Source: an optimization exercise on an open RTL-to-GDS flow (aim: small area, a short achievable clock period and few clock cycles). Production flows keep margins and buffers that such runs may drop.
Only simulation tests tie the RTL to the original design; equivalence was not proved.

## flow/design.v (module list and top-level ports; edited modules follow where they fit)
// module euler_fa: 4 lines
// module euler_booth_enc: 15 lines
// module euler_mac: 1422 lines
// module euler_mac_cs: 1426 lines
// module euler_mac_a: 1296 lines
// module euler_mac_b: 268 lines
// module euler_axis: 61 lines
// module euler_step: 83 lines
module euler_step
#(
  parameter int N    = fixed_pkg::N_DEF,
  parameter int AXES = fixed_pkg::AXES_DEF
) (
  input  logic              clk,
  input  logic              rst_n,
  input  logic              in_valid,
  output logic              in_ready,
  input  logic [N*AXES-1:0] in_pos,
  input  logic [N*AXES-1:0] in_vel,
  input  logic [N*AXES-1:0] in_acc,
  input  logic [N-1:0]      in_dt,
  output logic              out_valid,
  input  logic              out_ready,
  output logic [N*AXES-1:0] out_pos,
  output logic [N*AXES-1:0] out_vel,
  output logic [31:0]       step_cnt
);
  // ...
==> flow/flow/run.sh <==
#!/bin/bash
# Standard ORFS layout (the standard.sh, unchanged synthesis), but with timing repair
# aimed at a tighter setup target: SETUP_SLACK_MARGIN asks repair_timing for that much
# slack at the design's own clock and constraints (constraint.sdc is not changed).
set -euo pipefail
MARGIN=$(cat flow/margin.txt)
bash standard.sh SETUP_SLACK_MARGIN=$MARGIN TNS_END_PERCENT=100 finish > run_make.log 2>&1
==> flow/flow/margin.txt <==
14.5
==> flow/standard.sh <==
#!/bin/bash
# synth_recipe.tcl (not shown) runs the flow's synth.tcl, then flattens the netlist and writes it again
# the make line also repeats each setting of config.mk as NAME=value (left out here)
make -C /OpenROAD-flow-scripts/flow DESIGN_CONFIG=/design/flow/config.mk WORK_HOME=/design/flow/orfs CLKGATE_MAP_FILE= SYNTH_SCRIPT=/design/flow/synth_recipe.tcl "${@:-finish}"
==> flow/config.mk <==
export PLATFORM = sky130hd
export DESIGN_NAME = euler_step
export DESIGN_NICKNAME = euler_step
export VERILOG_FILES = /design/flow/design.v
export SDC_FILE = /design/flow/constraint.sdc
export NUM_CORES = 4
export LEC_CHECK = 0
export CAP_MARGIN = 20
export CORE_MARGIN = 2
export CORE_UTILIZATION = 55
export SLEW_MARGIN = 20
export SYNTH_HIERARCHICAL = 1
==> flow/constraint.sdc <==
create_clock -name core_clock -period 20.0 [get_ports {clk}]
set_input_delay 4.0000 -clock core_clock [delete_from_list [all_inputs] [get_ports {clk}]]
set_output_delay 4.0000 -clock core_clock [all_outputs]
set_load 0.01 [all_outputs]
==> summary.md, run 1 <==
| Metric | Value |
|---|---|
| Top cell types by occurrence after synthesis | `2,846 x xnor2_1, 2,640 x a22oi_1, 2,598 x fa_1, 1,548 x edfxtp_1, 885 x clkbuf_1` |
| Mux cell area share after synthesis | `1.34%` |
| Finished Layout Cells | `17.7k` |
| Via count | `124k` |
| Initial Util | `55.2%` |
| Min-Delay Path Class | `flop to flop` |
| First-pass GRT wire length | `911,000 um` |
| Ys flop type | `edfxtp_1` |
| CTS Buffer Depth | `4` |
| Layout Skew | `65.3 ps` |
| Final Max Slew Viols | `0` |
| Final Setup Violations | `0` |
| GR Util met2 | `56.5%` |
| Crit-path slowest cell | `fa_1` |
| Maximum fanout along the worst path | `33` |
| RSZ-0062 raised after global routing | `yes` |
| Seq area share | `25.1%` |
| I/O Pins | `550` |
| EDFF count, synth | `1,548` |
| Top layer in use | `met5` |
| Dpl ws | `12,820 ps` |
| Die X | `566 um` |
| WHS Path Cells | `0` |
| Clkbuf count | `207` |
| Worst Setup EP | `g_axis[2].u_axis.t2_pc` |
| PostCTS Resize Cnt | `1,349` |
| Post-CTS setup buffers | `123` |
| Hold endpoint | `g_axis[2].u_axis.t1_pos[3]` |
| Hold buffers post-CTS | `0` |
| Status | `no timing/DRC/antenna violations` |
| Gr ovfl total | `0` |
| Mean post-synth cell area | `12.4 um2` |
| Cell Area, Synth | `0.174 mm2` |
| Max reg flops | `390` |
| Fin area | `0.189 mm2` |
| DR iter-0 viols | `17.8k` |
| Die H | `566 um` |
| Bufs w/o clock | `1,162` |
| Global routing usage on met3 | `13.6%` |
| Leading area contributor after synthesis | `fa_1` |
Testbench counts, summed over its fixed seeds: cycles 4,128.
==> module euler_mac_b, before the edit <==
module euler_mac_b (
  input  logic [129:0] x,
  input  logic        cy,
  output logic [31:0] y
);
  wire fc313 = x[0];
  wire fc314 = x[1];
  wire fs315 = x[2];
  wire fc315 = x[3];
  wire fc316 = x[4];
  wire fs317 = x[5];
  wire fc317 = x[6];
  wire fc318 = x[7];
  wire fs319 = x[8];
  wire fc319 = x[9];
  wire fc320 = x[10];
  wire fs321 = x[11];
  wire fc321 = x[12];
  wire fc322 = x[13];
  wire fs323 = x[14];
  wire fc323 = x[15];
  wire fc324 = x[16];
  wire fs325 = x[17];
  wire fc325 = x[18];
  wire fc326 = x[19];
  wire fs327 = x[20];
  wire fc327 = x[21];
  wire fc328 = x[22];
  wire fs329 = x[23];
  wire fc329 = x[24];
  wire fc330 = x[25];
  wire fs331 = x[26];
  wire fc331 = x[27];
  wire fc332 = x[28];
  wire fs333 = x[29];
  wire fc333 = x[30];
  wire fc334 = x[31];
  wire fs335 = x[32];
  wire fc335 = x[33];
  wire fc336 = x[34];
  wire fs337 = x[35];
  wire fc337 = x[36];
  wire fc338 = x[37];
  wire fs339 = x[38];
  wire fc339 = x[39];
  wire fc340 = x[40];
  wire fs341 = x[41];
  wire fc341 = x[42];
  wire fc342 = x[43];
  wire fs343 = x[44];
  wire fc343 = x[45];
  wire fc344 = x[46];
  wire fs345 = x[47];
  wire fc345 = x[48];
  wire fc346 = x[49];
  wire fs347 = x[50];
  wire fc347 = x[51];
  wire fc348 = x[52];
  wire fs349 = x[53];
  wire fc349 = x[54];
  wire fc350 = x[55];
  wire fs351 = x[56];
  wire fc351 = x[57];
  wire fc352 = x[58];
  wire fs353 = x[59];
  wire fc353 = x[60];
  wire fc354 = x[61];
  wire fs355 = x[62];
  wire fc355 = x[63];
  wire fc356 = x[64];
  wire fs357 = x[65];
  wire fc357 = x[66];
  wire fc358 = x[67];
  wire fs359 = x[68];
  wire fc359 = x[69];
  wire fc360 = x[70];
  wire fs361 = x[71];
  wire fc361 = x[72];
  wire fc362 = x[73];
  wire fs363 = x[74];
  wire fc363 = x[75];
  wire fc364 = x[76];
  wire fs365 = x[77];
  wire fc365 = x[78];
  wire fc366 = x[79];
  wire fs367 = x[80];
  wire fc367 = x[81];
  wire fc368 = x[82];
  wire fs369 = x[83];
  wire fc369 = x[84];
  wire fc370 = x[85];
  wire fs371 = x[86];
  wire fc371 = x[87];
  wire fc372 = x[88];
  wire fs373 = x[89];
  wire fc373 = x[90];
  wire fc374 = x[91];
  wire fs375 = x[92];
  wire fc375 = x[93];
  wire fc376 = x[94];
  wire fs377 = x[95];
  wire fc392 = x[96];
  wire fs316 = x[97];
  wire fs318 = x[98];
  wire fs320 = x[99];
  wire fs322 = x[100];
  wire fs324 = x[101];
  wire fs326 = x[102];
  wire fs328 = x[103];
  wire fs330 = x[104];
  wire fs332 = x[105];
  wire fs334 = x[106];
  wire fs336 = x[107];
  wire fs338 = x[108];
  wire fs340 = x[109];
  wire fs342 = x[110];
  wire fs344 = x[111];
  wire fs346 = x[112];
  wire fs348 = x[113];
  wire fs350 = x[114];
  wire fs352 = x[115];
  wire fs354 = x[116];
  wire fs356 = x[117];
  wire fs358 = x[118];
  wire fs360 = x[119];
  wire fs362 = x[120];
  wire fs364 = x[121];
  wire fs366 = x[122];
  wire fs368 = x[123];
  wire fs370 = x[124];
  wire fs372 = x[125];
  wire fs374 = x[126];
  wire fs376 = x[127];
  wire fs378 = x[128];
  wire fc440 = x[129];
  wire fs393, fc393;
  euler_fa u_fs393 (.a(fc313), .b(fc314), .c(fs315), .s(fs393), .co(fc393));
  wire fs394, fc394;
  euler_fa u_fs394 (.a(fc315), .b(fc316), .c(fs317), .s(fs394), .co(fc394));
  wire fs395, fc395;
  euler_fa u_fs395 (.a(fc317), .b(fc318), .c(fs319), .s(fs395), .co(fc395));
  wire fs396, fc396;
  euler_fa u_fs396 (.a(fc319), .b(fc320), .c(fs321), .s(fs396), .co(fc396));
  wire fs397, fc397;
  euler_fa u_fs397 (.a(fc321), .b(fc322), .c(fs323), .s(fs397), .co(fc397));
  wire fs398, fc398;
  euler_fa u_fs398 (.a(fc323), .b(fc324), .c(fs325), .s(fs398), .co(fc398));
  wire fs399, fc399;
  euler_fa u_fs399 (.a(fc325), .b(fc326), .c(fs327), .s(fs399), .co(fc399));
  wire fs400, fc400;
  euler_fa u_fs400 (.a(fc327), .b(fc328), .c(fs329), .s(fs400), .co(fc400));
  wire fs401, fc401;
  euler_fa u_fs401 (.a(fc329), .b(fc330), .c(fs331), .s(fs401), .co(fc401));
  wire fs402, fc402;
  euler_fa u_fs402 (.a(fc331), .b(fc332), .c(fs333), .s(fs402), .co(fc402));
  wire fs403, fc403;
  euler_fa u_fs403 (.a(fc333), .b(fc334), .c(fs335), .s(fs403), .co(fc403));
  wire fs404, fc404;
  euler_fa u_fs404 (.a(fc335), .b(fc336), .c(fs337), .s(fs404), .co(fc404));
  wire fs405, fc405;
  euler_fa u_fs405 (.a(fc337), .b(fc338), .c(fs339), .s(fs405), .co(fc405));
  wire fs406, fc406;
  euler_fa u_fs406 (.a(fc339), .b(fc340), .c(fs341), .s(fs406), .co(fc406));
  wire fs407, fc407;
  euler_fa u_fs407 (.a(fc341), .b(fc342), .c(fs343), .s(fs407), .co(fc407));
  wire fs408, fc408;
  euler_fa u_fs408 (.a(fc343), .b(fc344), .c(fs345), .s(fs408), .co(fc408));
  wire fs409, fc409;
  euler_fa u_fs409 (.a(fc345), .b(fc346), .c(fs347), .s(fs409), .co(fc409));
  wire fs410, fc410;
  euler_fa u_fs410 (.a(fc347), .b(fc348), .c(fs349), .s(fs410), .co(fc410));
  wire fs411, fc411;
  euler_fa u_fs411 (.a(fc349), .b(fc350), .c(fs351), .s(fs411), .co(fc411));
  wire fs412, fc412;
  euler_fa u_fs412 (.a(fc351), .b(fc352), .c(fs353), .s(fs412), .co(fc412));
  wire fs413, fc413;
  euler_fa u_fs413 (.a(fc353), .b(fc354), .c(fs355), .s(fs413), .co(fc413));
  wire fs414, fc414;
  euler_fa u_fs414 (.a(fc355), .b(fc356), .c(fs357), .s(fs414), .co(fc414));
  wire fs415, fc415;
  euler_fa u_fs415 (.a(fc357), .b(fc358), .c(fs359), .s(fs415), .co(fc415));
  wire fs416, fc416;
  euler_fa u_fs416 (.a(fc359), .b(fc360), .c(fs361), .s(fs416), .co(fc416));
  wire fs417, fc417;
  euler_fa u_fs417 (.a(fc361), .b(fc362), .c(fs363), .s(fs417), .co(fc417));
  wire fs418, fc418;
  euler_fa u_fs418 (.a(fc363), .b(fc364), .c(fs365), .s(fs418), .co(fc418));
  wire fs419, fc419;
  euler_fa u_fs419 (.a(fc365), .b(fc366), .c(fs367), .s(fs419), .co(fc419));
  wire fs420, fc420;
  euler_fa u_fs420 (.a(fc367), .b(fc368), .c(fs369), .s(fs420), .co(fc420));
  wire fs421, fc421;
  euler_fa u_fs421 (.a(fc369), .b(fc370), .c(fs371), .s(fs421), .co(fc421));
  wire fs422, fc422;
  euler_fa u_fs422 (.a(fc371), .b(fc372), .c(fs373), .s(fs422), .co(fc422));
  wire fs423, fc423;
  euler_fa u_fs423 (.a(fc373), .b(fc374), .c(fs375), .s(fs423), .co(fc423));
  wire fs424, fc424;
  euler_fa u_fs424 (.a(fc375), .b(fc376), .c(fs377), .s(fs424), .co(fc424));
  wire fs441, fc441;
  euler_fa u_fs441 (.a(fc392), .b(fs393), .c(fs316), .s(fs441), .co(fc441));
  wire fs442, fc442;
  euler_fa u_fs442 (.a(fc393), .b(fs394), .c(fs318), .s(fs442), .co(fc442));
  wire fs443, fc443;
  euler_fa u_fs443 (.a(fc394), .b(fs395), .c(fs320), .s(fs443), .co(fc443));
  wire fs444, fc444;
  euler_fa u_fs444 (.a(fc395), .b(fs396), .c(fs322), .s(fs444), .co(fc444));
  wire fs445, fc445;
  euler_fa u_fs445 (.a(fc396), .b(fs397), .c(fs324), .s(fs445), .co(fc445));
  wire fs446, fc446;
  euler_fa u_fs446 (.a(fc397), .b(fs398), .c(fs326), .s(fs446), .co(fc446));
  wire fs447, fc447;
  euler_fa u_fs447 (.a(fc398), .b(fs399), .c(fs328), .s(fs447), .co(fc447));
  wire fs448, fc448;
  euler_fa u_fs448 (.a(fc399), .b(fs400), .c(fs330), .s(fs448), .co(fc448));
  wire fs449, fc449;
  euler_fa u_fs449 (.a(fc400), .b(fs401), .c(fs332), .s(fs449), .co(fc449));
  wire fs450, fc450;
  euler_fa u_fs450 (.a(fc401), .b(fs402), .c(fs334), .s(fs450), .co(fc450));
  wire fs451, fc451;
  euler_fa u_fs451 (.a(fc402), .b(fs403), .c(fs336), .s(fs451), .co(fc451));
  wire fs452, fc452;
  euler_fa u_fs452 (.a(fc403), .b(fs404), .c(fs338), .s(fs452), .co(fc452));
  wire fs453, fc453;
  euler_fa u_fs453 (.a(fc404), .b(fs405), .c(fs340), .s(fs453), .co(fc453));
  wire fs454, fc454;
  euler_fa u_fs454 (.a(fc405), .b(fs406), .c(fs342), .s(fs454), .co(fc454));
  wire fs455, fc455;
  euler_fa u_fs455 (.a(fc406), .b(fs407), .c(fs344), .s(fs455), .co(fc455));
  wire fs456, fc456;
  euler_fa u_fs456 (.a(fc407), .b(fs408), .c(fs346), .s(fs456), .co(fc456));
  wire fs457, fc457;
  euler_fa u_fs457 (.a(fc408), .b(fs409), .c(fs348), .s(fs457), .co(fc457));
  wire fs458, fc458;
  euler_fa u_fs458 (.a(fc409), .b(fs410), .c(fs350), .s(fs458), .co(fc458));
  wire fs459, fc459;
  euler_fa u_fs459 (.a(fc410), .b(fs411), .c(fs352), .s(fs459), .co(fc459));
  wire fs460, fc460;
  euler_fa u_fs460 (.a(fc411), .b(fs412), .c(fs354), .s(fs460), .co(fc460));
  wire fs461, fc461;
  euler_fa u_fs461 (.a(fc412), .b(fs413), .c(fs356), .s(fs461), .co(fc461));
  wire fs462, fc462;
  euler_fa u_fs462 (.a(fc413), .b(fs414), .c(fs358), .s(fs462), .co(fc462));
  wire fs463, fc463;
  euler_fa u_fs463 (.a(fc414), .b(fs415), .c(fs360), .s(fs463), .co(fc463));
  wire fs464, fc464;
  euler_fa u_fs464 (.a(fc415), .b(fs416), .c(fs362), .s(fs464), .co(fc464));
  wire fs465, fc465;
  euler_fa u_fs465 (.a(fc416), .b(fs417), .c(fs364), .s(fs465), .co(fc465));
  wire fs466, fc466;
  euler_fa u_fs466 (.a(fc417), .b(fs418), .c(fs366), .s(fs466), .co(fc466));
  wire fs467, fc467;
  euler_fa u_fs467 (.a(fc418), .b(fs419), .c(fs368), .s(fs467), .co(fc467));
  wire fs468, fc468;
  euler_fa u_fs468 (.a(fc419), .b(fs420), .c(fs370), .s(fs468), .co(fc468));
  wire fs469, fc469;
  euler_fa u_fs469 (.a(fc420), .b(fs421), .c(fs372), .s(fs469), .co(fc469));
  wire fs470, fc470;
  euler_fa u_fs470 (.a(fc421), .b(fs422), .c(fs374), .s(fs470), .co(fc470));
  wire fs471, fc471;
  euler_fa u_fs471 (.a(fc422), .b(fs423), .c(fs376), .s(fs471), .co(fc471));
  wire fs472, fc472;
  euler_fa u_fs472 (.a(fc423), .b(fs424), .c(fs378), .s(fs472), .co(fc472));
  wire [31:0] h0 = {fc471, fc470, fc469, fc468, fc467, fc466, fc465, fc464, fc463, fc462, fc461, fc460, fc459, fc458, fc457, fc456, fc455, fc454, fc453, fc452, fc451, fc450, fc449, fc448, fc447, fc446, fc445, fc444, fc443, fc442, fc441, fc440};
  wire [31:0] h1 = {fs472, fs471, fs470, fs469, fs468, fs467, fs466, fs465, fs464, fs463, fs462, fs461, fs460, fs459, fs458, fs457, fs456, fs455, fs454, fs453, fs452, fs451, fs450, fs449, fs448, fs447, fs446, fs445, fs444, fs443, fs442, fs441};
  wire [32:0] s = {h0, 1'b1} + {h1, cy};
  assign y = s[32:1];
endmodule
==> module euler_axis, before the edit <==
module euler_axis (
  input  logic        clk,
  input  logic        s0_load,    
  input  logic        go,         
  input  logic        push,       
  input  logic        out_load,   
  input  logic        from_skid,  
  input  logic [31:0] in_pos,
  input  logic [31:0] in_vel,
  input  logic [31:0] in_acc,
  input  logic [15:0] one0, two0, neg0,    
  input  logic [15:0] one1, two1, neg1,    
  output logic [31:0] out_pos,
  output logic [31:0] out_vel
);
  logic [31:0] s0_pos, s0_vel, s0_acc;
  logic [31:0] t1_pos, t1_v0, t1_v1;
  logic        t1_vc;
  logic [31:0] t2_vel;
  logic [129:0] t2_px;
  logic        t2_pc;
  logic [31:0] sk_pos, sk_vel;
  logic [31:0] o_pos, o_vel;
  logic [31:0] v0_new, v1_new;
  logic [129:0] px_new;
  logic        vc_new, pc_new;
  euler_mac_cs u_mac1 (.a(s0_acc), .one(one0), .two(two0), .neg(neg0), .c(s0_vel),
                       .hi0(v0_new), .hi1(v1_new), .cy(vc_new));
  wire [32:0] v_sum = {t1_v0, 1'b1} + {t1_v1, t1_vc};
  wire [31:0] v_new = v_sum[32:1];
  euler_mac_a u_mac2a (.a(v_new), .one(one1), .two(two1), .neg(neg1), .c(t1_pos),
                       .x(px_new), .cy(pc_new));
  logic [31:0] p_new;
  euler_mac_b u_mac2b (.x(t2_px), .cy(t2_pc), .y(p_new));
  always_ff @(posedge clk) begin
    if (s0_load) begin
      s0_pos <= in_pos;
      s0_vel <= in_vel;
      s0_acc <= in_acc;
    end
    if (go) begin
      t1_pos <= s0_pos;
      t1_v0  <= v0_new;
      t1_v1  <= v1_new;
      t1_vc  <= vc_new;
      t2_vel <= v_new;
      t2_px  <= px_new;
      t2_pc  <= pc_new;
    end
    if (push) begin
      sk_pos <= p_new;
      sk_vel <= t2_vel;
    end
    if (out_load) begin
      o_pos <= from_skid ? sk_pos : p_new;
      o_vel <= from_skid ? sk_vel : t2_vel;
    end
  end
  assign out_pos = o_pos;
  assign out_vel = o_vel;
endmodule
==> module euler_step, before the edit <==
module euler_step
#(
  parameter int N    = fixed_pkg::N_DEF,
  parameter int AXES = fixed_pkg::AXES_DEF
) (
  input  logic              clk,
  input  logic              rst_n,
  input  logic              in_valid,
  output logic              in_ready,
  input  logic [N*AXES-1:0] in_pos,
  input  logic [N*AXES-1:0] in_vel,
  input  logic [N*AXES-1:0] in_acc,
  input  logic [N-1:0]      in_dt,
  output logic              out_valid,
  input  logic              out_ready,
  output logic [N*AXES-1:0] out_pos,
  output logic [N*AXES-1:0] out_vel,
  output logic [31:0]       step_cnt
);
  logic        go_q, rdy_q;
  logic        s0_valid, t1_valid, t2_valid, o_valid, sk_valid;
  logic [31:0] cnt_q;
  logic [15:0] one_in, two_in, neg_in;
  logic [15:0] one0, two0, neg0, one1, two1, neg1;
  wire s0_load  = go_q || !s0_valid;
  wire push     = go_q && t2_valid;
  wire pop      = o_valid && out_ready;
  wire out_load = !o_valid || out_ready;
  wire o_valid_d  = out_load ? (sk_valid || push) : 1'b1;
  wire sk_valid_d = out_load ? (sk_valid && push) : (sk_valid || push);
  euler_booth_enc u_enc (.b(in_dt), .one(one_in), .two(two_in), .neg(neg_in));
  always_ff @(posedge clk or negedge rst_n) begin
    if (!rst_n) begin
      go_q     <= 1'b0;
      rdy_q    <= 1'b0;
      s0_valid <= 1'b0;
      t1_valid <= 1'b0;
      t2_valid <= 1'b0;
      o_valid  <= 1'b0;
      sk_valid <= 1'b0;
      cnt_q    <= '0;
    end else begin
      if (s0_load) s0_valid <= in_valid;
      if (go_q) begin
        t1_valid <= s0_valid;
        t2_valid <= t1_valid;
      end
      o_valid  <= o_valid_d;
      sk_valid <= sk_valid_d;
      go_q     <= !(o_valid_d && sk_valid_d);
      rdy_q    <= !(o_valid_d && sk_valid_d) || !(s0_load ? in_valid : s0_valid);
      if (pop) cnt_q <= cnt_q + 32'd1;
    end
  end
  always_ff @(posedge clk) begin
    if (s0_load) begin
      one0 <= one_in; two0 <= two_in; neg0 <= neg_in;
    end
    if (go_q) begin
      one1 <= one0;   two1 <= two0;   neg1 <= neg0;
    end
  end
  assign in_ready  = rdy_q;
  assign out_valid = o_valid;
  assign step_cnt  = cnt_q;
  for (genvar i = 0; i < AXES; i++) begin : g_axis
    euler_axis u_axis (
      .clk       (clk),
      .s0_load   (s0_load),
      .go        (go_q),
      .push      (push),
      .out_load  (out_load),
      .from_skid (sk_valid),
      .in_pos    (in_pos[i*N +: N]),
      .in_vel    (in_vel[i*N +: N]),
      .in_acc    (in_acc[i*N +: N]),
      .one0 (one0), .two0 (two0), .neg0 (neg0),
      .one1 (one1), .two1 (two1), .neg1 (neg1),
      .out_pos   (out_pos[i*N +: N]),
      .out_vel   (out_vel[i*N +: N])
    );
  end
endmodule
==> inputs of run 2 (changes only) <==
--- a/flow/design.v
+++ b/flow/design.v
@@ -2886,17 +2886,17 @@
   assign cy  = lo[16];
 endmodule
 module euler_mac_a (
   input  logic [31:0] a,
   input  logic [15:0] one,
   input  logic [15:0] two,
   input  logic [15:0] neg,
   input  logic [31:0] c,
-  output logic [129:0] x,
+  output logic [96:0] x,
   output logic        cy
 );
   wire rnd = a[31] ^ neg[15];
   wire pp0_0 = ((one[0] & a[0]) ^ neg[0]);
   wire pp0_1 = (((one[0] & a[1]) | (two[0] & a[0])) ^ neg[0]);
   wire pp0_2 = (((one[0] & a[2]) | (two[0] & a[1])) ^ neg[0]);
   wire pp0_3 = (((one[0] & a[3]) | (two[0] & a[2])) ^ neg[0]);
   wire pp0_4 = (((one[0] & a[4]) | (two[0] & a[3])) ^ neg[0]);
@@ -4138,189 +4138,16 @@
   wire fs389, fc389;
   euler_fa u_fs389 (.a(fc305), .b(fc306), .c(fs307), .s(fs389), .co(fc389));
   wire fs390, fc390;
   euler_fa u_fs390 (.a(fc307), .b(fc308), .c(fs309), .s(fs390), .co(fc390));
   wire fs391, fc391;
   euler_fa u_fs391 (.a(fc309), .b(fc310), .c(fs311), .s(fs391), .co(fc391));
   wire fs392, fc392;
   euler_fa u_fs392 (.a(fc311), .b(fc312), .c(fs313), .s(fs392), .co(fc392));
-  wire hs425 = pp0_0 ^ neg[0];
-  wire hc425 = pp0_0 & neg[0];
-  wire hs426 = pp0_1 ^ rnd;
-  wire hc426 = pp0_1 & rnd;
-  wire fs427, fc427;
-  euler_fa u_fs427 (.a(hs379), .b(neg[1]), .c(rnd), .s(fs427), .co(fc427));
-  wire fs428, fc428;
-  euler_fa u_fs428 (.a(hc379), .b(hs380), .c(rnd), .s(fs428), .co(fc428));
-  wire fs429, fc429;
-  euler_fa u_fs429 (.a(hc380), .b(fs381), .c(rnd), .s(fs429), .co(fc429));
-  wire fs430, fc430;
-  euler_fa u_fs430 (.a(fc381), .b(fs382), .c(rnd), .s(fs430), .co(fc430));
-  wire fs431, fc431;
-  euler_fa u_fs431 (.a(fc382), .b(fs383), .c(rnd), .s(fs431), .co(fc431));
-  wire fs432, fc432;
-  euler_fa u_fs432 (.a(fc383), .b(fs384), .c(hs298), .s(fs432), .co(fc432));
-  wire fs433, fc433;
-  euler_fa u_fs433 (.a(fc384), .b(fs385), .c(fs300), .s(fs433), .co(fc433));
-  wire fs434, fc434;
-  euler_fa u_fs434 (.a(fc385), .b(fs386), .c(fs302), .s(fs434), .co(fc434));
-  wire fs435, fc435;
-  euler_fa u_fs435 (.a(fc386), .b(fs387), .c(fs304), .s(fs435), .co(fc435));
-  wire fs436, fc436;
-  euler_fa u_fs436 (.a(fc387), .b(fs388), .c(fs306), .s(fs436), .co(fc436));
-  wire fs437, fc437;
-  euler_fa u_fs437 (.a(fc388), .b(fs389), .c(fs308), .s(fs437), .co(fc437));
-  wire fs438, fc438;
-  euler_fa u_fs438 (.a(fc389), .b(fs390), .c(fs310), .s(fs438), .co(fc438));
-  wire fs439, fc439;
-  euler_fa u_fs439 (.a(fc390), .b(fs391), .c(fs312), .s(fs439), .co(fc439));
-  wire fs440, fc440;
-  euler_fa u_fs440 (.a(fc391), .b(fs392), .c(fs314), .s(fs440), .co(fc440));
-  wire [15:0] lo0 = {fc439, fc438, fc437, fc436, fc435, fc434, fc433, fc432, fc431, fc430, fc429, fc428, fc427, hc426, hc425, hs425};
-  wire [15:0] lo1 = {fs440, fs439, fs438, fs437, fs436, fs435, fs434, fs433, fs432, fs431, fs430, fs429, fs428, fs427, hs426, rnd};
-  wire [16:0] lo = {1'b0, lo0} + {1'b0, lo1};
-  assign cy = lo[16];
-  assign x = {fc440, fs378, fs376, fs374, fs372, fs370, fs368, fs366, fs364, fs362, fs360, fs358, fs356, fs354, fs352, fs350, fs348, fs346, fs344, fs342, fs340, fs338, fs336, fs334, fs332, fs330, fs328, fs326, fs324, fs322, fs320, fs318, fs316, fc392, fs377, fc376, fc375, fs375, fc374, fc373, fs373, fc372, fc371, fs371, fc370, fc369, fs369, fc368, fc367, fs367, fc366, fc365, fs365, fc364, fc363, fs363, fc362, fc361, fs361, fc360, fc359, fs359, fc358, fc357, fs357, fc356, fc355, fs355, fc354, fc353, fs353, fc352, fc351, fs351, fc350, fc349, fs349, fc348, fc347, fs347, fc346, fc345, fs345, fc344, fc343, fs343, fc342, fc341, fs341, fc340, fc339, fs339, fc338, fc337, fs337, fc336, fc335, fs335, fc334, fc333, fs333, fc332, fc331, fs331, fc330, fc329, fs329, fc328, fc327, fs327, fc326, fc325, fs325, fc324, fc323, fs323, fc322, fc321, fs321, fc320, fc319, fs319, fc318, fc317, fs317, fc316, fc315, fs315, fc314, fc313};
-endmodule
-module euler_mac_b (
-  input  logic [129:0] x,
-  input  logic        cy,
-  output logic [31:0] y
-);
-  wire fc313 = x[0];
-  wire fc314 = x[1];
-  wire fs315 = x[2];
-  wire fc315 = x[3];
-  wire fc316 = x[4];
-  wire fs317 = x[5];
-  wire fc317 = x[6];
-  wire fc318 = x[7];
-  wire fs319 = x[8];
-  wire fc319 = x[9];
-  wire fc320 = x[10];
-  wire fs321 = x[11];
-  wire fc321 = x[12];
-  wire fc322 = x[13];
-  wire fs323 = x[14];
-  wire fc323 = x[15];
-  wire fc324 = x[16];
-  wire fs325 = x[17];
-  wire fc325 = x[18];
-  wire fc326 = x[19];
-  wire fs327 = x[20];
-  wire fc327 = x[21];
-  wire fc328 = x[22];
-  wire fs329 = x[23];
-  wire fc329 = x[24];
-  wire fc330 = x[25];
-  wire fs331 = x[26];
-  wire fc331 = x[27];
-  wire fc332 = x[28];
-  wire fs333 = x[29];
-  wire fc333 = x[30];
-  wire fc334 = x[31];
-  wire fs335 = x[32];
-  wire fc335 = x[33];
-  wire fc336 = x[34];
-  wire fs337 = x[35];
-  wire fc337 = x[36];
-  wire fc338 = x[37];
-  wire fs339 = x[38];
-  wire fc339 = x[39];
-  wire fc340 = x[40];
-  wire fs341 = x[41];
-  wire fc341 = x[42];
-  wire fc342 = x[43];
-  wire fs343 = x[44];
-  wire fc343 = x[45];
-  wire fc344 = x[46];
-  wire fs345 = x[47];
-  wire fc345 = x[48];
-  wire fc346 = x[49];
-  wire fs347 = x[50];
-  wire fc347 = x[51];
-  wire fc348 = x[52];
-  wire fs349 = x[53];
-  wire fc349 = x[54];
-  wire fc350 = x[55];
-  wire fs351 = x[56];
-  wire fc351 = x[57];
-  wire fc352 = x[58];
-  wire fs353 = x[59];
-  wire fc353 = x[60];
-  wire fc354 = x[61];
-  wire fs355 = x[62];
-  wire fc355 = x[63];
-  wire fc356 = x[64];
-  wire fs357 = x[65];
-  wire fc357 = x[66];
-  wire fc358 = x[67];
-  wire fs359 = x[68];
-  wire fc359 = x[69];
-  wire fc360 = x[70];
-  wire fs361 = x[71];
-  wire fc361 = x[72];
-  wire fc362 = x[73];
-  wire fs363 = x[74];
-  wire fc363 = x[75];
-  wire fc364 = x[76];
-  wire fs365 = x[77];
-  wire fc365 = x[78];
-  wire fc366 = x[79];
-  wire fs367 = x[80];
-  wire fc367 = x[81];
-  wire fc368 = x[82];
-  wire fs369 = x[83];
-  wire fc369 = x[84];
-  wire fc370 = x[85];
-  wire fs371 = x[86];
-  wire fc371 = x[87];
-  wire fc372 = x[88];
-  wire fs373 = x[89];
-  wire fc373 = x[90];
-  wire fc374 = x[91];
-  wire fs375 = x[92];
-  wire fc375 = x[93];
-  wire fc376 = x[94];
-  wire fs377 = x[95];
-  wire fc392 = x[96];
-  wire fs316 = x[97];
-  wire fs318 = x[98];
-  wire fs320 = x[99];
-  wire fs322 = x[100];
-  wire fs324 = x[101];
-  wire fs326 = x[102];
-  wire fs328 = x[103];
-  wire fs330 = x[104];
-  wire fs332 = x[105];
-  wire fs334 = x[106];
-  wire fs336 = x[107];
-  wire fs338 = x[108];
-  wire fs340 = x[109];
-  wire fs342 = x[110];
-  wire fs344 = x[111];
-  wire fs346 = x[112];
-  wire fs348 = x[113];
-  wire fs350 = x[114];
-  wire fs352 = x[115];
-  wire fs354 = x[116];
-  wire fs356 = x[117];
-  wire fs358 = x[118];
-  wire fs360 = x[119];
-  wire fs362 = x[120];
-  wire fs364 = x[121];
-  wire fs366 = x[122];
-  wire fs368 = x[123];
-  wire fs370 = x[124];
-  wire fs372 = x[125];
-  wire fs374 = x[126];
-  wire fs376 = x[127];
-  wire fs378 = x[128];
-  wire fc440 = x[129];
   wire fs393, fc393;
   euler_fa u_fs393 (.a(fc313), .b(fc314), .c(fs315), .s(fs393), .co(fc393));
   wire fs394, fc394;
   euler_fa u_fs394 (.a(fc315), .b(fc316), .c(fs317), .s(fs394), .co(fc394));
   wire fs395, fc395;
   euler_fa u_fs395 (.a(fc317), .b(fc318), .c(fs319), .s(fs395), .co(fc395));
   wire fs396, fc396;
   euler_fa u_fs396 (.a(fc319), .b(fc320), .c(fs321), .s(fs396), .co(fc396));
@@ -4375,16 +4202,156 @@
   wire fs421, fc421;
   euler_fa u_fs421 (.a(fc369), .b(fc370), .c(fs371), .s(fs421), .co(fc421));
   wire fs422, fc422;
   euler_fa u_fs422 (.a(fc371), .b(fc372), .c(fs373), .s(fs422), .co(fc422));
   wire fs423, fc423;
   euler_fa u_fs423 (.a(fc373), .b(fc374), .c(fs375), .s(fs423), .co(fc423));
   wire fs424, fc424;
   euler_fa u_fs424 (.a(fc375), .b(fc376), .c(fs377), .s(fs424), .co(fc424));
+  wire hs425 = pp0_0 ^ neg[0];
+  wire hc425 = pp0_0 & neg[0];
+  wire hs426 = pp0_1 ^ rnd;
+  wire hc426 = pp0_1 & rnd;
+  wire fs427, fc427;
+  euler_fa u_fs427 (.a(hs379), .b(neg[1]), .c(rnd), .s(fs427), .co(fc427));
+  wire fs428, fc428;
+  euler_fa u_fs428 (.a(hc379), .b(hs380), .c(rnd), .s(fs428), .co(fc428));
+  wire fs429, fc429;
+  euler_fa u_fs429 (.a(hc380), .b(fs381), .c(rnd), .s(fs429), .co(fc429));
+  wire fs430, fc430;
+  euler_fa u_fs430 (.a(fc381), .b(fs382), .c(rnd), .s(fs430), .co(fc430));
+  wire fs431, fc431;
+  euler_fa u_fs431 (.a(fc382), .b(fs383), .c(rnd), .s(fs431), .co(fc431));
+  wire fs432, fc432;
+  euler_fa u_fs432 (.a(fc383), .b(fs384), .c(hs298), .s(fs432), .co(fc432));
+  wire fs433, fc433;
+  euler_fa u_fs433 (.a(fc384), .b(fs385), .c(fs300), .s(fs433), .co(fc433));
+  wire fs434, fc434;
+  euler_fa u_fs434 (.a(fc385), .b(fs386), .c(fs302), .s(fs434), .co(fc434));
+  wire fs435, fc435;
+  euler_fa u_fs435 (.a(fc386), .b(fs387), .c(fs304), .s(fs435), .co(fc435));
+  wire fs436, fc436;
+  euler_fa u_fs436 (.a(fc387), .b(fs388), .c(fs306), .s(fs436), .co(fc436));
+  wire fs437, fc437;
+  euler_fa u_fs437 (.a(fc388), .b(fs389), .c(fs308), .s(fs437), .co(fc437));
+  wire fs438, fc438;
+  euler_fa u_fs438 (.a(fc389), .b(fs390), .c(fs310), .s(fs438), .co(fc438));
+  wire fs439, fc439;
+  euler_fa u_fs439 (.a(fc390), .b(fs391), .c(fs312), .s(fs439), .co(fc439));
+  wire fs440, fc440;
+  euler_fa u_fs440 (.a(fc391), .b(fs392), .c(fs314), .s(fs440), .co(fc440));
+  wire [15:0] lo0 = {fc439, fc438, fc437, fc436, fc435, fc434, fc433, fc432, fc431, fc430, fc429, fc428, fc427, hc426, hc425, hs425};
+  wire [15:0] lo1 = {fs440, fs439, fs438, fs437, fs436, fs435, fs434, fs433, fs432, fs431, fs430, fs429, fs428, fs427, hs426, rnd};
+  wire [16:0] lo = {1'b0, lo0} + {1'b0, lo1};
+  assign cy = lo[16];
+  assign x = {fc440, fs378, fs424, fc423, fs376, fs423, fc422, fs374, fs422, fc421, fs372, fs421, fc420, fs370, fs420, fc419, fs368, fs419, fc418, fs366, fs418, fc417, fs364, fs417, fc416, fs362, fs416, fc415, fs360, fs415, fc414, fs358, fs414, fc413, fs356, fs413, fc412, fs354, fs412, fc411, fs352, fs411, fc410, fs350, fs410, fc409, fs348, fs409, fc408, fs346, fs408, fc407, fs344, fs407, fc406, fs342, fs406, fc405, fs340, fs405, fc404, fs338, fs404, fc403, fs336, fs403, fc402, fs334, fs402, fc401, fs332, fs401, fc400, fs330, fs400, fc399, fs328, fs399, fc398, fs326, fs398, fc397, fs324, fs397, fc396, fs322, fs396, fc395, fs320, fs395, fc394, fs318, fs394, fc393, fs316, fs393, fc392};
+endmodule
+module euler_mac_b (
+  input  logic [96:0] x,
+  input  logic        cy,
+  output logic [31:0] y
+);
+  wire fc392 = x[0];
+  wire fs393 = x[1];
+  wire fs316 = x[2];
+  wire fc393 = x[3];
+  wire fs394 = x[4];
+  wire fs318 = x[5];
+  wire fc394 = x[6];
+  wire fs395 = x[7];
+  wire fs320 = x[8];
+  wire fc395 = x[9];
+  wire fs396 = x[10];
+  wire fs322 = x[11];
+  wire fc396 = x[12];
+  wire fs397 = x[13];
+  wire fs324 = x[14];
+  wire fc397 = x[15];
+  wire fs398 = x[16];
+  wire fs326 = x[17];
+  wire fc398 = x[18];
+  wire fs399 = x[19];
+  wire fs328 = x[20];
+  wire fc399 = x[21];
+  wire fs400 = x[22];
+  wire fs330 = x[23];
+  wire fc400 = x[24];
+  wire fs401 = x[25];
+  wire fs332 = x[26];
+  wire fc401 = x[27];
+  wire fs402 = x[28];
+  wire fs334 = x[29];
+  wire fc402 = x[30];
+  wire fs403 = x[31];
+  wire fs336 = x[32];
+  wire fc403 = x[33];
+  wire fs404 = x[34];
+  wire fs338 = x[35];
+  wire fc404 = x[36];
+  wire fs405 = x[37];
+  wire fs340 = x[38];
+  wire fc405 = x[39];
+  wire fs406 = x[40];
+  wire fs342 = x[41];
+  wire fc406 = x[42];
+  wire fs407 = x[43];
+  wire fs344 = x[44];
+  wire fc407 = x[45];
+  wire fs408 = x[46];
+  wire fs346 = x[47];
+  wire fc408 = x[48];
+  wire fs409 = x[49];
+  wire fs348 = x[50];
+  wire fc409 = x[51];
+  wire fs410 = x[52];
+  wire fs350 = x[53];
+  wire fc410 = x[54];
+  wire fs411 = x[55];
+  wire fs352 = x[56];
+  wire fc411 = x[57];
+  wire fs412 = x[58];
+  wire fs354 = x[59];
+  wire fc412 = x[60];
+  wire fs413 = x[61];
+  wire fs356 = x[62];
+  wire fc413 = x[63];
+  wire fs414 = x[64];
+  wire fs358 = x[65];
+  wire fc414 = x[66];
+  wire fs415 = x[67];
+  wire fs360 = x[68];
+  wire fc415 = x[69];
+  wire fs416 = x[70];
+  wire fs362 = x[71];
+  wire fc416 = x[72];
+  wire fs417 = x[73];
+  wire fs364 = x[74];
+  wire fc417 = x[75];
+  wire fs418 = x[76];
+  wire fs366 = x[77];
+  wire fc418 = x[78];
+  wire fs419 = x[79];
+  wire fs368 = x[80];
+  wire fc419 = x[81];
+  wire fs420 = x[82];
+  wire fs370 = x[83];
+  wire fc420 = x[84];
+  wire fs421 = x[85];
+  wire fs372 = x[86];
+  wire fc421 = x[87];
+  wire fs422 = x[88];
+  wire fs374 = x[89];
+  wire fc422 = x[90];
+  wire fs423 = x[91];
+  wire fs376 = x[92];
+  wire fc423 = x[93];
+  wire fs424 = x[94];
+  wire fs378 = x[95];
+  wire fc440 = x[96];
   wire fs441, fc441;
   euler_fa u_fs441 (.a(fc392), .b(fs393), .c(fs316), .s(fs441), .co(fc441));
   wire fs442, fc442;
   euler_fa u_fs442 (.a(fc393), .b(fs394), .c(fs318), .s(fs442), .co(fc442));
   wire fs443, fc443;
   euler_fa u_fs443 (.a(fc394), .b(fs395), .c(fs320), .s(fs443), .co(fc443));
   wire fs444, fc444;
   euler_fa u_fs444 (.a(fc395), .b(fs396), .c(fs322), .s(fs444), .co(fc444));
@@ -4454,47 +4421,55 @@
   input  logic        s0_load,    
   input  logic        go,         
   input  logic        push,       
   input  logic        out_load,   
   input  logic        from_skid,  
   input  logic [31:0] in_pos,
   input  logic [31:0] in_vel,
   input  logic [31:0] in_acc,
-  input  logic [15:0] one0, two0, neg0,    
-  input  logic [15:0] one1, two1, neg1,    
+  input  logic [31:0] in_dt,
   output logic [31:0] out_pos,
   output logic [31:0] out_vel
 );
+  logic [15:0] one_in, two_in, neg_in;
+  logic [15:0] one0, two0, neg0, one1, two1, neg1;
   logic [31:0] s0_pos, s0_vel, s0_acc;
   logic [31:0] t1_pos, t1_v0, t1_v1;
   logic        t1_vc;
   logic [31:0] t2_vel;
-  logic [129:0] t2_px;
+  logic [96:0] t2_px;
   logic        t2_pc;
   logic [31:0] sk_pos, sk_vel;
   logic [31:0] o_pos, o_vel;
   logic [31:0] v0_new, v1_new;
-  logic [129:0] px_new;
+  logic [96:0] px_new;
   logic        vc_new, pc_new;
+  euler_booth_enc u_enc (.b(in_dt), .one(one_in), .two(two_in), .neg(neg_in));
   euler_mac_cs u_mac1 (.a(s0_acc), .one(one0), .two(two0), .neg(neg0), .c(s0_vel),
                        .hi0(v0_new), .hi1(v1_new), .cy(vc_new));
   wire [32:0] v_sum = {t1_v0, 1'b1} + {t1_v1, t1_vc};
   wire [31:0] v_new = v_sum[32:1];
   euler_mac_a u_mac2a (.a(v_new), .one(one1), .two(two1), .neg(neg1), .c(t1_pos),
                        .x(px_new), .cy(pc_new));
   logic [31:0] p_new;
   euler_mac_b u_mac2b (.x(t2_px), .cy(t2_pc), .y(p_new));
   always_ff @(posedge clk) begin
     if (s0_load) begin
+      one0   <= one_in;
+      two0   <= two_in;
+      neg0   <= neg_in;
       s0_pos <= in_pos;
       s0_vel <= in_vel;
       s0_acc <= in_acc;
     end
     if (go) begin
+      one1   <= one0;
+      two1   <= two0;
+      neg1   <= neg0;
       t1_pos <= s0_pos;
       t1_v0  <= v0_new;
       t1_v1  <= v1_new;
       t1_vc  <= vc_new;
       t2_vel <= v_new;
       t2_px  <= px_new;
       t2_pc  <= pc_new;
     end
@@ -4527,25 +4502,22 @@
   input  logic              out_ready,
   output logic [N*AXES-1:0] out_pos,
   output logic [N*AXES-1:0] out_vel,
   output logic [31:0]       step_cnt
 );
   logic        go_q, rdy_q;
   logic        s0_valid, t1_valid, t2_valid, o_valid, sk_valid;
   logic [31:0] cnt_q;
-  logic [15:0] one_in, two_in, neg_in;
-  logic [15:0] one0, two0, neg0, one1, two1, neg1;
   wire s0_load  = go_q || !s0_valid;
   wire push     = go_q && t2_valid;
   wire pop      = o_valid && out_ready;
   wire out_load = !o_valid || out_ready;
   wire o_valid_d  = out_load ? (sk_valid || push) : 1'b1;
   wire sk_valid_d = out_load ? (sk_valid && push) : (sk_valid || push);
-  euler_booth_enc u_enc (.b(in_dt), .one(one_in), .two(two_in), .neg(neg_in));
   always_ff @(posedge clk or negedge rst_n) begin
     if (!rst_n) begin
       go_q     <= 1'b0;
       rdy_q    <= 1'b0;
       s0_valid <= 1'b0;
       t1_valid <= 1'b0;
       t2_valid <= 1'b0;
       o_valid  <= 1'b0;
@@ -4559,37 +4531,28 @@
       end
       o_valid  <= o_valid_d;
       sk_valid <= sk_valid_d;
       go_q     <= !(o_valid_d && sk_valid_d);
       rdy_q    <= !(o_valid_d && sk_valid_d) || !(s0_load ? in_valid : s0_valid);
       if (pop) cnt_q <= cnt_q + 32'd1;
     end
   end
-  always_ff @(posedge clk) begin
-    if (s0_load) begin
-      one0 <= one_in; two0 <= two_in; neg0 <= neg_in;
-    end
-    if (go_q) begin
-      one1 <= one0;   two1 <= two0;   neg1 <= neg0;
-    end
-  end
   assign in_ready  = rdy_q;
   assign out_valid = o_valid;
   assign step_cnt  = cnt_q;
   for (genvar i = 0; i < AXES; i++) begin : g_axis
     euler_axis u_axis (
       .clk       (clk),
       .s0_load   (s0_load),
       .go        (go_q),
       .push      (push),
       .out_load  (out_load),
       .from_skid (sk_valid),
       .in_pos    (in_pos[i*N +: N]),
       .in_vel    (in_vel[i*N +: N]),
       .in_acc    (in_acc[i*N +: N]),
-      .one0 (one0), .two0 (two0), .neg0 (neg0),
-      .one1 (one1), .two1 (two1), .neg1 (neg1),
+      .in_dt     (in_dt),
       .out_pos   (out_pos[i*N +: N]),
       .out_vel   (out_vel[i*N +: N])
     );
   end
 endmodule
==> flow/config.mk (replaced) <==
export PLATFORM = sky130hd
export DESIGN_NAME = euler_step
export DESIGN_NICKNAME = euler_step
export VERILOG_FILES = /design/flow/design.v
export SDC_FILE = /design/flow/constraint.sdc
export NUM_CORES = 4
export LEC_CHECK = 0
export ABC_CLOCK_PERIOD_IN_PS = 5000
export CAP_MARGIN = 20
export CORE_MARGIN = 2
export CORE_UTILIZATION = 40
export CTS_CLUSTER_DIAMETER = 100
export CTS_CLUSTER_SIZE = 30
export SLEW_MARGIN = 20
export SYNTH_HIERARCHICAL = 1
==> run 2 against run 1 <==
  * Worst hold slack improved by 23 ps
  * Maximum frequency decreased by 1.4%
  * Flip-flop and latch count increased by 93
  * Cell count increased by 11%
==> summary.md, run 2 <==
| Metric | Value |
|---|---|
| Status | `no timing/DRC/antenna violations (unchanged)` |
| H-tree level count | `3 (was 4)` |
| Ys flop type | `edfxtp_1 (unchanged)` |
| Crit-path slowest cell | `fa_2 (was fa_1)` |
| Fin area | `0.193 mm2 (was 0.189 mm2)` |
| Final #Nets | `17.0k (was 16.8k)` |
| Cell Area, Synth | `0.177 mm2 (was 0.174 mm2)` |
| Ys Warns | `8 (unchanged)` |
| Worst r2r src | `g_axis[2].u_axis.t1_v1[0] (was g_axis[2].u_axis.t1_vc)` |
| Share of cells above drive strength 1 | `15.9% (was 15.0%)` |
| Commonest non-fill, non-tap cell in the layout | `xnor2_1 (unchanged)` |
| RSZ-0062 raised after global routing | `yes (unchanged)` |
| Reg2Reg Capture Point | `g_axis[2].u_axis.t2_px[34] (was g_axis[2].u_axis.t2_pc)` |
| Post-synth ARST share | `2.32% (was 2.46%)` |
| CTS tree | `built (unchanged)` |
| Count leader, synth | `xnor2_1 (unchanged)` |
| Reg2reg setup slack | `14,040 ps (was 14,120 ps)` |
| Top cell types by occurrence after synthesis | `2,846 x xnor2_1, 2,640 x a22oi_1, 2,598 x fa_1, 1,641 x edfxtp_1, 885 x clkbuf_1 (was 2,846 x xnor2_1, 2,640 x a22oi_1, 2,598 x fa_1, 1,548 x edfxtp_1, 885 x clkbuf_1)` |
| Synth cell types | `83 (unchanged)` |
| Rel. slew slack | `19.5% (was 9.89%)` |
| Crit. End Element | `flop (unchanged)` |
| First-pass GRT wire length | `866,000 um (was 911,000 um)` |
| Initial Util | `40.1% (was 55.2%)` |
| Mean post-synth cell area | `12.4 um2 (about the same)` |
| Total CTS buffers | `90 (was 186)` |
| Final design utilization | `43.7% (was 60.3%)` |
| WHS Path Cells | `0 (unchanged)` |
| Residual DRC | `0 (unchanged)` |
| I/O Pins | `550 (unchanged)` |
| Initial antenna violation count | `52 (was 24)` |
| Gr ovfl total | `0 (unchanged)` |
| Syn Inst Count | `14.2k (was 14.1k)` |
| Number of buffers added on ports | `549 (unchanged)` |
| Final Max Slew Viols | `0 (unchanged)` |
| Worst EP arrival | `6630 ps (was 6540 ps)` |
| DR iter-0 viols | `14.7k (was 17.8k)` |
| Via density | `6.14 (was 7.00)` |
| Largest net degree at the start of global routing | `136 (was 151)` |
| GP Congestion | `0.932 (was 0.927)` |
| Measured slew at the worst slew-check pin | `1200 ps (was 1350 ps)` |
| Routed Antenna Nets | `0 (unchanged)` |
| P&R area growth vs syn | `8.94% (was 9.14%)` |
| Cell Chain, Critical Path | `buf_4 > fa_2 > a211o_1 > a211oi_4 > buf_4 > nor3_4 > o21a_4 > o211a_1 > a2111oi_4 > buf_4 > buf_8 > buf_4 > a22oi_1 > xnor2_1 > fa_2 > fa_2 > fa_2 > fa_2 > fa_2 (was fa_2 > a211o_1 > a211oi_2 > o21a_2 > buf_12 > a21oi_1 > xor2_4 > clkbuf_8 > a22oi_2 > xnor2_1 > ha_1 > fa_1 > fa_1 > fa_1 > ha_1 > and4_1 > a221oi_2 > o21ai_1)` |
| Leading area contributor after synthesis | `fa_1 (unchanged)` |
| Die area | `0.447 mm2 (was 0.320 mm2)` |
| Maximum fanout along the worst path | `7 (was 33)` |
| R2R depth | `19 (was 18)` |
| Largest Register | `g_axis.u_axis.t2_px (unchanged)` |
| Via count | `120k (was 124k)` |
| WP data required | `20,670 ps (was 20,660 ps)` |
| Yosys reg bits | `1,680 (was 1,587)` |
| Tcrit/Tclk final | `29.8% (was 29.4%)` |
| Slowest stage delay, CP | `570 ps (was 600 ps)` |
| Initial DRT Pass Iterations | `8 (was 10)` |
| Clock transition at path regs | `110 ps (was 60 ps)` |
| CTS Sinks | `1,680 (was 1,587)` |
| Critical path type | `flop to flop (unchanged)` |
| Most frequent cells in the layout | `2,755 x xnor2_1, 2,553 x a22oi_1, 2,169 x fa_1, 1,641 x edfxtp_1, 563 x buf_4 (was 2,758 x xnor2_1, 2,559 x a22oi_1, 2,338 x fa_1, 1,548 x edfxtp_1, 454 x ha_1)` |
| HP Start | `g_axis[2].u_axis.s0_pos[10] (was g_axis[2].u_axis.s0_pos[3])` |
| Total routed wirelength | `597,000 um (was 629,000 um)` |
| Fmax | `168 MHz (was 170 MHz)` |
| Final hold vios | `0 (unchanged)` |
| Final Setup Violations | `0 (unchanged)` |
| Setup TNS | `0 ps (unchanged)` |
| Synth top area cells | `fa_1 29%, edfxtp_1 28%, xnor2_1 14% (was fa_1 30%, edfxtp_1 27%, xnor2_1 14%)` |
| Top cell type's share of synthesized area | `29.4% (was 30.0%)` |
| Min-Delay Path Class | `flop to flop (unchanged)` |
| DP HPWL | `392,000 um (was 376,000 um)` |
| Gr usage total | `26.0% (was 38.5%)` |
| Die X | `669 um (was 566 um)` |
| Placed inst area | `0.184 mm2 (was 0.178 mm2)` |
| Vias in the first global route | `125k (was 134k)` |
| Top cell by count, worst path | `fa_2 (was fa_1)` |
| Crit start category | `flop (unchanged)` |
| Hold endpoint | `g_axis[2].u_axis.t1_pos[10] (was g_axis[2].u_axis.t1_pos[3])` |
| Row Count | `244 (was 206)` |
| CTS Buffer Depth | `4 (unchanged)` |
| Max reg flops | `291 (was 390)` |
| Clk latency of the worst-skew pair | `940 ps (about the same)` |
| Root buffer cell | `clkbuf_16 (unchanged)` |
| Min Tclk post-route | `5960 ps (was 5880 ps)` |
| Hold buffers post-CTS | `0 (unchanged)` |
| EDFF count, synth | `1,641 (was 1,548)` |
| Register area share after synthesis | `28.4% (was 27.3%)` |
| Layout Skew | `82.6 ps (was 65.3 ps)` |
| Core Box Area | `0.441 mm2 (was 0.314 mm2)` |
| Die H | `669 um (was 566 um)` |
| WL per Instance | `30.5 um (was 35.6 um)` |
| Fillers | `40.3k (was 24.9k)` |
| Number of max-cap violations | `0 (unchanged)` |
==> run 2: per-layer routing <==
layer	track usage, %	part of all wire, %
met3	6.36	11
met2	38.4	43
met5	0.0434	0.054
met4	12.7	5.8
met1	35.7	40
==> run 2: area by class of cell <==
class                      count  area [um2]  area share (%)
tap                         5904        7390            3.84
antenna                       21        52.6          0.0273
sequential                  1680       50300            26.1
inverter                      47         180          0.0936
multi-input combinational  10500      120000            62.2
timing repair buffer        1271       11700            6.08
clock inverter                44         792           0.411
clock buffer                  99        2330            1.21
==> run 2: kinds of logic (layout without fill, tap and decap cells) <==
kind of cell / after synthesis / in the layout / share of synthesized area (%)
compound gates: 3406 / 3406 / 14.2
xor+xnor: 3019 / 3019 / 15.0
fa+ha+maj: 3091 / 3091 / 32.9
buf+inv: 2074 / 1461 / 5.99
flops: 1680 / 1680 / 28.4
mux: 207 / 207 / 1.31
other cells: 6 / 75 / 0.0127
simple gates: 724 / 726 / 2.18
==> run 2: modules after synthesis (local to each module, per instance) <==
module	cell area, um2	flops+latches	cells
euler_mac_b	1680	0	223
euler_mac_a	9990	0	1333
euler_fa	20.0	0	1
euler_mac_cs	9740	0	1300
euler_step	1730	39	149
euler_booth_enc	544	0	78
euler_axis	19100	547	888
==> run 2: critical path: cells and delay by family, from the launching register on <==
family                     cells  cell delay (ps)
buffers and inverters          5              840
AOI/OAI and AO/OA              6             1420
xor gates and xnor gates       1              180
and+or+nand+nor                1               50
DFF                            1              420
adders and majority gates      6             2770
==> run 2: what timing repair did <==
item / 4_1_cts / 5_1_grt
endpoints found under the hold margin: 0 / 0
gates resized for setup: 1605 / 411
setup buffers: 115 / 61
pin swaps: 371 / 311
gates cloned: 26 / 12
endpoints found under the setup margin: 548 / 378
==> run 2: how the worst max path moves through the flow <==
stage                                          from                    endpoint  cells after the start
final                     g_axis[2].u_axis.t1_v1[0]  g_axis[2].u_axis.t2_px[34]                     19
after global routing      g_axis[2].u_axis.t1_v1[0]      g_axis[2].u_axis.t2_pc                     19
after CTS                 g_axis[2].u_axis.t1_v1[0]  g_axis[2].u_axis.t2_px[70]                     16
after detailed placement                  out_ready   g_axis[2].u_axis.o_vel[6]                      4
after global placement                    out_ready   g_axis[2].u_axis.o_vel[6]                      4
after floorplan                                go_q                    s0_valid                      2
==> run 2: metrics by stage <==
step	std cells	hold slack [ps]	setup slack (ps)
after floorplan	14300	400	7830
after global placement	19200	403	12790
after detailed placement	19200	405	12780
after CTS	19500	414	14140
after global routing	19600	413	13940
final	19600	418	14040
Testbench counts of run 2, summed over its fixed seeds: cycles 4,128.
==> inputs of run 3 (changes only) <==
--- a/flow/config.mk
+++ b/flow/config.mk
@@ -9,7 +9,5 @@
 export CAP_MARGIN = 20
 export CORE_MARGIN = 2
 export CORE_UTILIZATION = 40
-export CTS_CLUSTER_DIAMETER = 100
-export CTS_CLUSTER_SIZE = 30
 export SLEW_MARGIN = 20
 export SYNTH_HIERARCHICAL = 1
==> run 3 against run 2 <==
  * Still clean on timing, DRC and antenna
  * Synthesized cell count did not move
  * Critical path depth fell by 4
  * Register-to-register slack barely moved
  * Global-route usage rose by 0.22 points
  * First-iteration DRC count rose by 2.5%
==> summary.md, run 3 <==
| Metric | Value |
|---|---|
| Cell Area, Synth | `0.177 mm2 (unchanged)` |
| CTS tree | `built (unchanged)` |
| Via density | `6.13 (was 6.14)` |
| Min Tclk post-route | `5960 ps (about the same)` |
| Share of cells above drive strength 1 | `17.4% (was 15.9%)` |
| Die H | `669 um (unchanged)` |
| Crit start category | `flop (unchanged)` |
| Mean post-synth cell area | `12.4 um2 (unchanged)` |
| Gr usage total | `26.2% (was 26.0%)` |
| EDFF count, synth | `1,641 (unchanged)` |
| Number of max-cap violations | `0 (unchanged)` |
| Finished Layout Cells | `19.8k (was 19.6k)` |
| Register area share after synthesis | `28.4% (unchanged)` |
| Vias in the first global route | `126k (was 125k)` |
| DP Cell Count | `19.2k (unchanged)` |
| I/O Pins | `550 (unchanged)` |
| Post-synth ARST share | `2.32% (unchanged)` |
| Final Setup Violations | `0 (unchanged)` |
| Total CTS buffers | `189 (was 90)` |
| Routed wl met3 | `65,800 um (was 64,000 um)` |
| Top cell type's share of synthesized area | `29.4% (unchanged)` |
| Cell Chain, Critical Path | `ha_1 > a21oi_1 > o21ai_1 > a22o_1 > o311a_4 > or4_4 > and4_4 > buf_12 > a22oi_2 > xnor2_2 > fa_2 > fa_2 > fa_2 > fa_2 > fa_2 (was buf_4 > fa_2 > a211o_1 > a211oi_4 > buf_4 > nor3_4 > o21a_4 > o211a_1 > a2111oi_4 > buf_4 > buf_8 > buf_4 > a22oi_1 > xnor2_1 > fa_2 > fa_2 > fa_2 > fa_2 > fa_2)` |
| Routed Antenna Nets | `0 (unchanged)` |
| Clk latency of the worst-skew pair | `950 ps (was 940 ps)` |
| CTS Buffer Depth | `4 (unchanged)` |
| Worst EP arrival | `6580 ps (was 6630 ps)` |
| Max reg flops | `291 (unchanged)` |
| DP HPWL | `392,000 um (unchanged)` |
| Crit-path slowest cell | `fa_2 (unchanged)` |
| Synth top area cells | `fa_1 29%, edfxtp_1 28%, xnor2_1 14% (unchanged)` |
| Leading area contributor after synthesis | `fa_1 (unchanged)` |
| Largest net degree at the start of global routing | `136 (unchanged)` |
| Status | `no timing/DRC/antenna violations (unchanged)` |
| Measured slew at the worst slew-check pin | `1180 ps (was 1200 ps)` |
| WP data required | `20,630 ps (was 20,670 ps)` |
| Fillers | `40.1k (was 40.3k)` |
| GP Congestion | `0.932 (unchanged)` |
| Top cell by count, worst path | `fa_2 (unchanged)` |
| Root buffer cell | `clkbuf_16 (unchanged)` |
| Rel. slew slack | `20.8% (was 19.5%)` |
| Die area | `0.447 mm2 (unchanged)` |
| Tcrit/Tclk final | `29.8% (about the same)` |
| Fmax | `168 MHz (about the same)` |
| Initial DRT Pass Iterations | `7 (was 8)` |
| Ys flop type | `edfxtp_1 (unchanged)` |
| Layout Skew | `105 ps (was 82.6 ps)` |
| Yosys reg bits | `1,680 (unchanged)` |
| Die X | `669 um (unchanged)` |
| Setup TNS | `0 ps (unchanged)` |
| Initial antenna violation count | `47 (was 52)` |
| Top layer in use | `met5 (unchanged)` |
| RSZ-0062 raised after global routing | `yes (unchanged)` |
| Multi-input logic area | `0.120 mm2 (about the same)` |
| Core Box Area | `0.441 mm2 (unchanged)` |
| Via count | `121k (was 120k)` |
| Count leader, synth | `xnor2_1 (unchanged)` |
| Commonest non-fill, non-tap cell in the layout | `xnor2_1 (unchanged)` |
| Crit path buf inv count | `1 (was 5)` |
| Top cell types by occurrence after synthesis | `2,846 x xnor2_1, 2,640 x a22oi_1, 2,598 x fa_1, 1,641 x edfxtp_1, 885 x clkbuf_1 (unchanged)` |
| Wl on met1 | `243,000 um (was 241,000 um)` |
| Final Max Slew Viols | `0 (unchanged)` |
| Number of buffers added on ports | `549 (unchanged)` |
| WL per Instance | `30.5 um (about the same)` |
| Largest Register | `g_axis.u_axis.t2_px (unchanged)` |
| CTS Sinks | `1,680 (unchanged)` |
| Register area | `0.0503 mm2 (unchanged)` |
| Synth cell types | `83 (unchanged)` |
| Final #Nets | `17.1k (was 17.0k)` |
| Critical path type | `flop to flop (unchanged)` |
| Slowest stage delay, CP | `630 ps (was 570 ps)` |
| Most frequent cells in the layout | `2,750 x xnor2_1, 2,532 x a22oi_1, 2,150 x fa_1, 1,641 x edfxtp_1, 584 x buf_4 (was 2,755 x xnor2_1, 2,553 x a22oi_1, 2,169 x fa_1, 1,641 x edfxtp_1, 563 x buf_4)` |
| Final hold vios | `0 (unchanged)` |
| Gr ovfl total | `0 (unchanged)` |
| Syn Inst Count | `14.2k (unchanged)` |
| Maximum fanout along the worst path | `6 (was 7)` |
| Clock transition at path regs | `60 ps (was 110 ps)` |
| Crit. End Element | `flop (unchanged)` |
| DR iter-0 viols | `15.1k (was 14.7k)` |
| Wire length on met2 | `259,000 um (was 257,000 um)` |
| P&R area growth vs syn | `11.1% (was 8.94%)` |
| Final design utilization | `44.6% (was 43.7%)` |
| Ys Warns | `8 (unchanged)` |
| First-pass GRT wire length | `873,000 um (was 866,000 um)` |
| Residual DRC | `0 (unchanged)` |
| Min-Delay Path Class | `flop to flop (unchanged)` |
| Family with the most delay on the worst path | `adder cells (unchanged)` |
| H-tree level count | `4 (was 3)` |
| Row Count | `244 (unchanged)` |
| Initial Util | `40.1% (unchanged)` |
| Total routed wirelength | `603,000 um (was 597,000 um)` |
## run 3: what timing repair did
item                       4_1_cts  5_1_grt
hold buffers                     0        0
pin swaps                      363      399
buffers inserted               122       87
gates cloned                    27       17
setup endpoints to repair      549      384
resized for setup             1578      511
## run 3: cell type report
| class | count | area share [%] |
|---|---|---|
| antenna | 18 | 0.0229 |
| sequential | 1680 | 25.6 |
| multi-input combinational | 10500 | 61.2 |
| clock buffer | 226 | 2.50 |
| inverter | 47 | 0.0917 |
| tap | 5904 | 3.76 |
| timing repair buffer | 1310 | 6.22 |
| clock inverter | 113 | 0.636 |
## run 3: final timing paths
check | from | to | slack [ps] | depth (start not counted)
setup / recovery | g_axis[1].u_axis.t1_v0[7] | g_axis[1].u_axis.t2_px[52] | 14040 | 15
hold / removal | g_axis[1].u_axis.s0_pos[2] | g_axis[1].u_axis.t1_pos[2] | 370 | 0
setup reg to reg | g_axis[1].u_axis.t1_v0[7] | g_axis[1].u_axis.t2_px[52] | 14040 | 15
hold reg to reg | g_axis[1].u_axis.s0_pos[2] | g_axis[1].u_axis.t1_pos[2] | 370 | 0
max in group asynchronous | rst_n | go_q | 16140 | 1
min in group asynchronous | rst_n | cnt_q[25] | 3210 | 1
## run 3: kinds of logic (layout without fill, tap and decap cells)
group,count (synthesis),count (layout),share of synthesized area (%)
other,6,72,0.0127
adders and majority gates,3091,3091,32.9
AOI/OAI and AO/OA,3406,3406,14.2
muxes,207,207,1.31
DFF,1680,1680,28.4
xor gates and xnor gates,3019,3019,15.0
buffers and inverters,2074,1696,5.99
and+or+nand+nor,724,726,2.18
## run 3: worst register-to-register path, cell delays in order, from the launching register on
cell,delay (ps)
edfxtp_1,370
ha_1,400
a21oi_1,250
o21ai_1,170
a22o_1,300
o311a_4,450
or4_4,480
and4_4,250
buf_12,180
a22oi_2,250
xnor2_2,110
fa_2,630
fa_2,440
fa_2,350
fa_2,550
fa_2,440
## run 3: metal layers
| layer | vias up | global-route usage [%] |
|---|---|---|
| met2 | 7803 | 38.7 |
| li1 | 49000 | - |
| met3 | 1495 | 6.63 |
| met5 | - | 0 |
| met4 | 56 | 12.8 |
| met1 | 63100 | 36.0 |
## run 3: metrics by stage
step	hold slack [ps]	instance area (um2)	setup WS (ps)
after detailed placement	405	184000	12780
after floorplan	400	177000	7830
after global placement	403	184000	12790
final	370	196000	14040
after global routing	400	196000	13940
after CTS	377	193000	14130
## run 3: modules after synthesis, one instance, submodules excluded, a selection
module        flops+latches  times used  cell area [um2]  cells
euler_axis              547           3            19100    888
euler_fa                  0        2592             20.0      1
euler_mac_a               0           3             9990   1333
euler_mac_b               0           3             1680    223
euler_mac_cs              0           3             9740   1300
euler_step               39           1             1730    149

-- re-timing with driven ports --
The results above use ideal ports. As a check the final layouts listed here were re-extracted and re-timed, cells and wires unchanged. Step 1: set_driving_cell puts a clkbuf_16 on clk and a buf_2 on each other input, an assumption about the parent block. Step 2, shift: input delay + t, output delay - t, t = (earliest + latest rising clock arrival at the registers) / 2. This alone moves slack from input paths to output paths. a / b / c = ideal / step 1 / step 2; a / b = the first two.
run	t, ns	setup slack, ns	worst slew at a driven data input, ns
run 1	1.023	14.118 / 14.118 / 13.712	0.14
run 2	1.004	14.037 / 14.037 / 13.639	0.21
run 3	1.014	14.044 / 14.044 / 13.828	0.22
After both steps every run listed still meets setup and hold. The setup slack of run 1, which loses most, moves by 0.000 ns with the drivers and by -0.406 ns with both steps.
